This design comes from an exercise in tuning for small area, a short achievable clock period and few clock cycles per item on the open sky130 flow, not from production work. In this exercise RTL edits were held to simulation tests only and were not proved equivalent to the original. Power and IR drop assume default switching activity.

==> flow/design.v (excerpt) <==
module deque_search (
  input  logic        clk,
  input  logic        rst_n,
  input  logic        start,
  output logic        busy,
  input  logic [2:0]  in_cmd,
  input  logic [31:0] in_value,
  output logic        out_valid,
  output logic [1:0]  out_status,
  output logic [31:0] out_found_value,
  output logic [6:0]  out_count
);
Size: ~5900 cells after synthesis, ~2300 flip-flops, ~81 I/O pins.
make LEC_CHECK=0 CAP_MARGIN=20 CORE_MARGIN=2 CORE_UTILIZATION=55 CTS_CLUSTER_DIAMETER=100 CTS_CLUSTER_SIZE=24 SETUP_SLACK_MARGIN=3.05 SLEW_MARGIN=20 finish   # period 5.0 ns
run.sh (not shown) runs the stock make flow with config.mk's settings and CLKGATE_MAP_FILE= SYNTH_SCRIPT=/design/flow/synth_recipe.tcl, a recipe that flattens the netlist after the stock synthesis.
The first run completed with no timing, DRC or antenna violations.
Testbench counts at the start, summed over its fixed seeds: cycles 12,024, commands 12,000.
Rerun with:
- SETUP_SLACK_MARGIN: 3.05 -> 2.6
Effect: Routed wire length came out lower by 20%; via count came out lower by 9.3%; first-iteration DRC count came out lower by 42%; setup slack is worse by 0.13 ns; power came out lower by 3.1%; clock power hardly moves; sequential share of layout area came out higher by 4.6 points.


Starting RTL as in the previous note.
==> flow/config.mk <==
export PLATFORM = sky130hd
export DESIGN_NAME = deque_search
export DESIGN_NICKNAME = deque_search
export VERILOG_FILES = /design/flow/design.v
export SDC_FILE = /design/flow/constraint.sdc
export NUM_CORES = 4
export LEC_CHECK = 0
export CAP_MARGIN = 20
export CORE_MARGIN = 2
export CORE_UTILIZATION = 55
export CTS_CLUSTER_DIAMETER = 100
export CTS_CLUSTER_SIZE = 24
export SETUP_SLACK_MARGIN = 2.75
export SLEW_MARGIN = 20
export TNS_END_PERCENT = 10
==> flow/constraint.sdc <==
create_clock -name core_clock -period 5.0 [get_ports {clk}]
set_input_delay 1.0000 -clock core_clock [delete_from_list [all_inputs] [get_ports {clk}]]
set_output_delay 1.0000 -clock core_clock [all_outputs]
set_load 0.01 [all_outputs]
Testbench counts at the start, summed over its fixed seeds: cycles 12,024, commands 12,000.
Then changed:
- PLACE_DENSITY: default -> 0.7
- SETUP_SLACK_MARGIN: 2.75 -> 2.6
- TNS_END_PERCENT: 10 -> default
Clock-buffer cell count went down by 4.
Utilization went down by 0.80 points.
Hold slack gains 0.013 ns.
Synthesized cell count does not change.
Final area went down by about 1.3%.
Fmax went down by about 1%.
Register-to-register slack loses 0.02 ns.
Critical path depth went up by 1.
Cell count went down by about 0.8%.
Power went down by 0.80%.
Then changed:
- PLACE_DENSITY: 0.7 -> default
- SETUP_SLACK_MARGIN: 2.6 -> 2.9
The new run finished with timing, DRC and antenna clean.
Worst setup slack improves by 0.15 ns.
Design area rose by 3.4%.
Total power came out higher by 1.7%.
Clock-buffer cell count is unchanged.
Wire length goes up by 15%.
Hold slack degrades by 0.0053 ns.
Global-route usage goes up by 3.3 points.


Setup of amber:
Starting RTL as in the previous note.
==> flow/config.mk <==
export PLATFORM = sky130hd
export DESIGN_NAME = deque_search
export DESIGN_NICKNAME = deque_search
export VERILOG_FILES = /design/flow/design.v
export SDC_FILE = /design/flow/constraint.sdc
export NUM_CORES = 4
export LEC_CHECK = 0
export CAP_MARGIN = 20
export CORE_MARGIN = 2
export CORE_UTILIZATION = 55
export CTS_CLUSTER_DIAMETER = 80
export CTS_CLUSTER_SIZE = 20
export SETUP_SLACK_MARGIN = 2.75
export SLEW_MARGIN = 20
==> flow/constraint.sdc <==
create_clock -name core_clock -period 5.0 [get_ports {clk}]
set_input_delay 1.0000 -clock core_clock [delete_from_list [all_inputs] [get_ports {clk}]]
set_output_delay 1.0000 -clock core_clock [all_outputs]
set_load 0.01 [all_outputs]
Testbench counts of amber, summed over its fixed seeds: cycles 12,024, commands 12,000.
Input-level comparison between lagoon and amber:
- swapping 20 for 24 in CTS_CLUSTER_SIZE
- swapping 80 for 100 in CTS_CLUSTER_DIAMETER
==> comparison <==
The design area of lagoon is lower than that of amber.
As far as clock skew is concerned, lagoon and amber perform about the same.
Worst-case reg-to-reg path depth was lower in lagoon than in amber.
lagoon vs amber — maximum operating frequency climbed slightly
amber has a higher met3 demand-to-capacity share in global routing than lagoon.
amber has higher total power than lagoon.
Compared with amber, the detailed router inserted fewer vias in lagoon.
In lagoon the number of instances resized during post-cts repair turned out 12 higher than in amber.
Comparing amber and lagoon, clock network fraction of total power is higher on amber.

## separate check: timing with driven ports
Ports are ideal in the flow. The routed layouts listed here were re-timed in OpenROAD.
Step 1 assumes that a clkbuf_16 drives the clock port and a buf_2 every other input.
Step 2 moves the port delays by t, midway between the first and last clock arrival at a register: inputs arrive t later, outputs are due t later. That takes back most of the time a late clock gives input paths.
a / b / c = no drivers / after step 1 / after step 2; a / b = the first two.
| run | shift t [ns] | setup WS [ns] | clock arrival spread, ns |
|---|---|---|---|
| the first run of note 1 | 0.877 | 2.741 / 2.669 / 2.330 | 0.031 / 0.030 |
| the second run of note 1 | 0.854 | 2.611 / 2.577 / 2.142 | 0.043 / 0.044 |
| the first run of note 2 | 0.860 | 2.652 / 2.603 / 2.129 | 0.041 / 0.040 |
| the second run of note 2 | 0.860 | 2.628 / 2.565 / 2.248 | 0.040 / 0.040 |
| the third run of note 2 | 0.861 | 2.778 / 2.690 / 2.365 | 0.030 / 0.029 |
| amber | 0.893 | 2.735 / 2.661 / 2.286 | 0.043 / 0.042 |
| lagoon | 0.857 | 2.751 / 2.685 / 2.284 | 0.041 / 0.041 |
After both steps setup and hold are still met in every run listed. For the first run of note 2, which loses most, drivers alone change the setup slack by -0.049 ns; drivers and shift together by -0.523 ns.
